What follows belongs to an exercise in optimizing a design on an open flow for small area; a production flow would make more cautious choices.
Function was checked by simulation only, so behaviour that the tests miss may differ from the original.
Power is estimated from default activity; no workload was simulated.

Design match_recovery_top, start of the top module:
module match_recovery_top (
    input  logic        i_clk,
    input  logic        i_rst,
    input  logic [3:0]  i_tag_valid,
    input  logic [79:0] i_tag,   
    output logic [3:0]  o_pass_en,
    output logic [3:0]  o_discard_en,
    output logic [3:0]  o_judge_finish
);
export LEC_CHECK = 0
export ABC_AREA = 1
export CAP_MARGIN = 20
export CORE_MARGIN = 2
export CORE_UTILIZATION = 65
export CTS_CLUSTER_DIAMETER = 100
export CTS_CLUSTER_SIZE = 30
export SLEW_MARGIN = 20
create_clock -name core_clock -period 5.0 [get_ports {i_clk}]
standard.sh (not shown) runs the stock make flow with config.mk's settings and CLKGATE_MAP_FILE= SYNTH_SCRIPT=/design/flow/synth_recipe.tcl, a recipe that flattens the netlist after the stock synthesis.
==> flow/flow/run.sh <==
#!/bin/bash
# The standard layout (the standard.sh, unchanged synthesis and steps) with
# two arguments passed through ORFS's own variables:
#  - port buffers use the smallest buffer cell instead of the default choice
#  - clock tree synthesis runs without dummy loads
# Each tool's output goes to ORFS's per-step logs under orfs/logs; make's own
# output goes to flow_make.log here.
set -euo pipefail
export BUFFER_PORTS_ARGS="-buffer_cell sky130_fd_sc_hd__buf_1"
export CTS_ARGS="-sink_clustering_enable -repair_clock_nets -sink_clustering_size 30 -sink_clustering_max_diameter 100 -dont_use_dummy_load"
bash standard.sh > flow_make.log 2>&1
The first run went through all stages and came out clean.
Then changed:
==> flow/run.sh (new file) <==
#!/bin/bash
# synth_recipe.tcl (not shown) runs the flow's synth.tcl, then flattens the netlist and writes it again
# the make line also repeats each setting of config.mk as NAME=value (left out here)
make -C /OpenROAD-flow-scripts/flow DESIGN_CONFIG=/design/flow/config.mk WORK_HOME=/design/flow/orfs CLKGATE_MAP_FILE= SYNTH_SCRIPT=/design/flow/synth_recipe.tcl finish
- CORE_UTILIZATION: 65 -> 40
removed: flow/flow/run.sh
removed: flow/standard.sh
Critical path depth is higher by 4.
Via count stays flat.
Setup slack degrades by 22 ps.
Core utilization shrinks by 26 points.
Area after synthesis does not change.

## sierra
match_recovery_top, a different RTL version from the one above (not shown whole).
Size: ~470 flip-flops, ~98 I/O pins.
clock: 5.0 ns
lec_check: 0
abc_area: 1
cap_margin: 0
core_margin: 2
core_utilization: 75
cts_cluster_diameter: 100
cts_cluster_size: 30
slew_margin: 0
==> flow/flow/run.sh <==
#!/bin/bash
# The standard layout (standard.sh) with these changes:
#  - synthesis is synth_recipe.tcl unchanged, except that ABC maps the logic
#    with an area script (flow/synth_nf.tcl, flow/abc_nf.script)
#  - port buffers use the smallest buffer cell (BUFFER_PORTS_ARGS)
#  - clock tree synthesis runs without dummy loads (CTS_ARGS)
# Each tool's output goes to ORFS's per-step logs under orfs/logs; make's own
# output goes to flow_make.log here.
set -euo pipefail
export FLOW_WORK="$PWD"
export BUFFER_PORTS_ARGS="-buffer_cell sky130_fd_sc_hd__buf_1"
export CTS_ARGS="-sink_clustering_enable -repair_clock_nets -sink_clustering_size 30 -sink_clustering_max_diameter 100 -dont_use_dummy_load"
sed "s#SYNTH_SCRIPT=[^ ]*synth_recipe.tcl#SYNTH_SCRIPT=$PWD/flow/synth_nf.tcl#" standard.sh > standard_nf.sh
grep -q "SYNTH_SCRIPT=$PWD/flow/synth_nf.tcl" standard_nf.sh
bash standard_nf.sh > flow_make.log 2>&1
==> flow/flow/abc_nf.script <==
strash
&get -n
&fraig -x
&put
scorr
dc2
strash
&get -n
&dch -f
&nf -R 1000
&put
==> flow/flow/synth_nf.tcl <==
# The standard synthesis (synth_recipe.tcl, sourced unchanged below) with one
# change: the ABC run that maps the combinational logic uses abc_nf.script, an
# area-oriented script (&nf mapper), in place of ORFS's abc_area.script.
# Flip-flops are mapped before ABC runs, so the registers are the same.
proc abc {args} {
  set i [lsearch -exact $args -script]
  if {$i >= 0 && [string match *abc_area.script [lindex $args [expr {$i + 1}]]]} {
    lset args [expr {$i + 1}] $::env(FLOW_WORK)/flow/abc_nf.script
  }
  yosys abc {*}$args
}
source $::env(FLOW_WORK)/synth_recipe.tcl
In sierra the implementation ran to completion but is not tape-out ready, as the final checks report negative setup slack.
Here is what was changed in the inputs of harbor compared with sierra.
- a change of CORE_UTILIZATION from 75 to 60
harbor finished every stage and its layout cleared the timing, design-rule and antenna checks.
Between sierra and harbor, the flow reports die area increasing by more than 10%.
harbor against sierra; layout buffer count excluding clock buffers is down by a few percent.
Comparing sierra with harbor, the final sequential cell count came out essentially unchanged.
Comparing harbor and sierra, met3 demand-to-capacity share in global routing is higher on sierra.
~same clock power in harbor and sierra
Cmp harbor and sierra / data arrival time at the worst-slack endpoint / lower: harbor
Going from sierra to harbor, core box area grows by 0.0047 mm².
Re distinct cell type count after synthesis: no difference whatsoever between harbor and sierra.
Number of cells upsized or downsized after cts delta for harbor relative to sierra: 14 lower
Edits applied to the flow inputs when going from harbor to pepper:
- changing CORE_UTILIZATION from 60 to 40
### Flow results
- The maximum frequency of pepper falls short of that of harbor by about 2%.
- Relative to harbor, the depth of the worst register-to-register path measured on pepper has increased by a few percent.
- When the final numbers for harbor and pepper were put side by side, the effective utilization at floorplan turned out to be greater in harbor.
- The combinational share of power reported for pepper is smaller than that of harbor by 0.9 points.
- Overall track demand over capacity in global routing for pepper: 7.7 points down relative to harbor
- Relative to harbor, count of fill cells added during filler insertion has increased by 1473 in pepper.
- Endpoint arrival time on the critical path: pepper vs harbor up 0.10 ns
- Higher routed length per placed instance among harbor and pepper: harbor
- pepper reached the final stage; the timing, design-rule and antenna checks on its layout passed.
- Between harbor and pepper, the number of global-route vias before repair does not differ in any meaningful way.
- Compared to harbor, pepper has post-route standard cell area excluding fillers about 1.4% higher.

The RTL this note starts from:
==> flow/design.v <==
package frer_pkg;
    localparam int NUM_PORTS  = 4;
    localparam int PORT_IDX_W = 2;
    localparam int SEQ_W    = 16;
    localparam int HANDLE_W = 4;
    localparam int NUM_STREAMS = 16;
    localparam logic [SEQ_W-1:0] INVALID_SEQ = '1;
    localparam logic [15:0] RESET_TICKS = 16'd50;
    typedef logic [NUM_PORTS-1:0] port_mask_t;   
    typedef struct packed {
        logic [SEQ_W-1:0]    seq_num;   
        logic [HANDLE_W-1:0] handle;    
    } tag_info_t;
    typedef enum logic [1:0] {
        VERDICT_NONE    = 2'd0,   
        VERDICT_PASS    = 2'd1,
        VERDICT_DISCARD = 2'd2
    } verdict_e;
    typedef enum logic [1:0] {
        ST_IDLE   = 2'd0,
        ST_LOOKUP = 2'd1,
        ST_DECIDE = 2'd2,
        ST_REPORT = 2'd3
    } ctrl_state_e;
endpackage
`timescale 1ns/1ps
module match_recovery_top (
    input  logic        i_clk,
    input  logic        i_rst,
    input  logic [3:0]  i_tag_valid,
    input  logic [79:0] i_tag,   
    output logic [3:0]  o_pass_en,
    output logic [3:0]  o_discard_en,
    output logic [3:0]  o_judge_finish
);
    logic [1:0]  r_state;     
    logic [1:0]  r_grant;     
    logic [3:0]  r_pending;
    logic [19:0] r_tag [4];   
    logic [5:0]  r_time;      
    logic        r_done;      
    logic        r_hit;       
    logic [1:0] next_idx;
    logic       next_found;
    logic [1:0] cand;
    always_comb begin
        next_found = 1'b0;
        next_idx   = r_grant;
        cand       = r_grant;
        for (int k = 1; k <= 4; k++) begin
            cand = r_grant + 2'(k);
            if (!next_found && r_pending[cand]) begin
                next_found = 1'b1;
                next_idx   = cand;
            end
        end
    end
    wire       idle   = (r_state == 2'd0);
    wire       report = (r_state == 2'd3);
    wire [3:0] finish = report ? (4'b0001 << r_grant) : 4'b0000;
    always_ff @(posedge i_clk) begin
        if (i_rst) begin
            r_state <= 2'd0;
            r_grant <= 2'd3;
        end else if (idle) begin
            if (next_found) begin
                r_grant <= next_idx;
                r_state <= 2'd1;
            end
        end else begin
            r_state <= r_state + 2'd1;
        end
    end
    always_ff @(posedge i_clk) begin
        if (i_rst) r_pending <= 4'b0000;
        else       r_pending <= (r_pending & ~finish) | i_tag_valid;
    end
    wire busy = r_state[0] ^ r_state[1];
    always_ff @(posedge i_clk) begin
        for (int p = 0; p < 4; p++) begin
            if (i_tag_valid[p] && !(busy && r_grant == 2'(p)))
                r_tag[p] <= i_tag[p*20 +: 20];
        end
    end
    wire [5:0] time_n     = r_time + 6'd1;
    wire [2:0] time_n_hi1 = time_n[5:3] + 3'd1;
    always_ff @(posedge i_clk) begin
        if (i_rst) r_time <= 6'd0;
        else       r_time <= time_n;
    end
    wire [19:0] cur  = r_tag[r_grant];
    wire [3:0]  h    = cur[3:0];
    wire [15:0] s    = cur[19:4];
    wire        sval = (s != 16'hffff);
    logic [15:0] s_seq [16];
    logic [5:0]  s_t   [16];
    logic [15:0] s_a;
    logic [15:0] s_q;
    function automatic logic [3:0] tap_of(input logic [3:0] slot);
        case (slot)
            4'd0:    tap_of = 4'b1000;
            4'd3:    tap_of = 4'b1001;
            4'd6:    tap_of = 4'b1010;
            4'd9:    tap_of = 4'b1011;
            4'd12:   tap_of = 4'b1100;
            4'd15:   tap_of = 4'b1101;
            default: tap_of = 4'b0000;
        endcase
    endfunction
    logic       r_at;    
    logic [2:0] r_ti;
    wire  [3:0] h_next = !idle ? h
                       : i_tag_valid[next_idx] ? i_tag[next_idx*20 +: 4]
                       : r_tag[next_idx][3:0];
    wire        win_next = !i_rst && (idle ? next_found : !report);
    wire        done_next = !idle && (r_done || r_at);
    wire  [3:0] tap_next = tap_of(h_next + r_time[3:0] + 4'd1);
    always_ff @(posedge i_clk) begin
        r_at <= win_next && !done_next && tap_next[3];
        r_ti <= tap_next[2:0];
    end
    wire [2:0] ti     = r_ti;
    wire       at_tap = r_at;
    logic [15:0] e_seq;
    logic [5:0]  e_t;
    logic        e_a;
    logic        e_q;
    always_comb begin
        case (ti)
            3'd0:    begin e_seq = s_seq[0];  e_t = s_t[0];  e_a = s_a[0];  e_q = s_q[0];  end
            3'd1:    begin e_seq = s_seq[3];  e_t = s_t[3];  e_a = s_a[3];  e_q = s_q[3];  end
            3'd2:    begin e_seq = s_seq[6];  e_t = s_t[6];  e_a = s_a[6];  e_q = s_q[6];  end
            3'd3:    begin e_seq = s_seq[9];  e_t = s_t[9];  e_a = s_a[9];  e_q = s_q[9];  end
            3'd4:    begin e_seq = s_seq[12]; e_t = s_t[12]; e_a = s_a[12]; e_q = s_q[12]; end
            default: begin e_seq = s_seq[15]; e_t = s_t[15]; e_a = s_a[15]; e_q = s_q[15]; end
        endcase
    end
    wire [5:0] g_i  = r_time - {4'd0, r_state};   
    wire [5:0] age  = g_i - e_t;                   
    wire       ta   = e_a | e_q | (age >= 6'd54);
    wire       eq   = (e_seq == s);
    wire       vpass = sval & (ta | ~eq);
        wire       qnew  = ~e_a & (age == 6'd52);
    for (genvar i = 0; i < 16; i++) begin : g_slot
        localparam int J = (i + 15) % 16;   
        logic [15:0] nseq;
        logic [5:0]  nt;
        logic        na;
        logic        nq;
        if ((J % 3) == 0) begin : g_tap
            wire wr = at_tap && (ti == 3'(J / 3));
            assign nseq = (wr && sval)  ? s     : s_seq[J];
            assign nt   = (wr && vpass) ? g_i   : s_t[J];
            assign nq   = (wr && vpass) ? qnew  : s_q[J];
            assign na   = i_rst | (s_a[J] & ~(wr && vpass));
        end else if (J == 2 || J == 10) begin : g_scrub
            wire [5:0] a = r_time - s_t[J];
            wire old = (a[5:3] == 3'b111);
            assign nseq = s_seq[J];
            assign nt   = s_t[J];
            assign nq   = s_q[J];
            assign na   = i_rst | s_a[J] | old;
        end else begin : g_plain
            assign nseq = s_seq[J];
            assign nt   = s_t[J];
            assign nq   = s_q[J];
            assign na   = i_rst | s_a[J];
        end
        always_ff @(posedge i_clk) begin
            s_seq[i] <= nseq;
            s_t[i]   <= nt;
            s_a[i]   <= na;
            s_q[i]   <= nq;
        end
    end
    always_ff @(posedge i_clk) begin
        r_done <= done_next;
    end
    wire hit = ~ta & eq;
    always_ff @(posedge i_clk) begin
        if (at_tap && !report) r_hit <= hit;
    end
    wire fhit  = (at_tap && report) ? hit : r_hit;
    wire fpass = sval & ~fhit;
    wire fdisc = sval & fhit;
    assign o_judge_finish = finish;
    assign o_pass_en      = finish & {4{fpass}};
    assign o_discard_en   = finish & {4{fdisc}};
endmodule
export LEC_CHECK = 0
export ABC_AREA = 1
export CAP_MARGIN = 0
export CORE_MARGIN = 2
export CORE_UTILIZATION = 60
export CTS_CLUSTER_DIAMETER = 100
export CTS_CLUSTER_SIZE = 30
export SLEW_MARGIN = 0
create_clock -name core_clock -period 5.0 [get_ports {i_clk}]
Scripts as last shown in full above: flow/flow/run.sh, flow/flow/abc_nf.script, flow/flow/synth_nf.tcl
The baseline completed with no timing, DRC or antenna violations.
Change:
==> flow/flow/abc_nf.script (replaced) <==
strash
&get -n
&fraig -x
&put
scorr
dc2
strash
&get -n
&dch -f
&nf -R 1000
&put
topo
stime -c
buffer -c
upsize -c
dnsize -c
Settings changed: CAP_MARGIN 0 to 20, CORE_UTILIZATION 60 to 40, SLEW_MARGIN 0 to 20.
The changed run went through all stages and came out clean.
Setup slack is worse by 0.074 ns.
Worst hold slack is worse by 0.0077 ns.
Synthesized cell count rises by 4.5%.
Register-to-register slack improved by 0.02 ns.
Critical path depth rises by 2.
Change:
==> flow/flow/run.sh (replaced) <==
#!/bin/bash
# The standard layout (the standard.sh, unchanged synthesis and steps) with
# two arguments passed through ORFS's own variables:
#  - port buffers use the smallest buffer cell instead of the default choice
#  - clock tree synthesis runs without dummy loads
#  - timing repair after global routing downsizes cells off the critical paths
# Each tool's output goes to ORFS's per-step logs under orfs/logs; make's own
# output goes to flow_make.log here.
set -euo pipefail
export BUFFER_PORTS_ARGS="-buffer_cell sky130_fd_sc_hd__buf_1"
export RECOVER_POWER=100
export CTS_ARGS="-sink_clustering_enable -repair_clock_nets -sink_clustering_size 30 -sink_clustering_max_diameter 100 -dont_use_dummy_load"
bash standard.sh > flow_make.log 2>&1
removed: flow/flow/abc_nf.script
removed: flow/flow/synth_nf.tcl
=> With this change the flow finished but fails on max-capacitance violations, max-slew violations. Power goes up by 3.4%. Synthesized cell count goes up by about 20%. Clock power barely changes. Wire length goes up by 6.5%.

## re-timing with driven ports
No port has a modelled driver above. Below, the same layouts with a new extraction and two added sets of constraints.
Step 1, drivers: a clkbuf_16 drives i_clk and a buf_2 each remaining input, both assumed.
Step 2 moves the port delays by t, midway between the first and last clock arrival at a register: inputs arrive t later, outputs are due t later. That takes back most of the time a late clock gives input paths.
a / b / c = ideal / step 1 / step 2; a / b = the first two.
run	t, ns	slack for setup (ns)	latest minus earliest clock arrival (ns)
the first run of note 1	0.557	0.239 / 0.189 / 0.595	0.053 / 0.053
the second run of note 1	0.601	0.217 / 0.167 / 0.618	0.028 / 0.027
sierra	0.561	-0.027 / -0.071 / 0.198	0.059 / 0.060
harbor	0.561	0.171 / 0.123 / 0.362	0.049 / 0.049
pepper	0.579	0.073 / 0.023 / 0.477	0.034 / 0.033
the first run of note 3	0.569	0.212 / 0.164 / 0.423	0.051 / 0.052
the second run of note 3	0.576	0.139 / 0.086 / 0.444	0.053 / 0.052
the third run of note 3	0.588	0.191 / 0.136 / 0.518	0.060 / 0.060
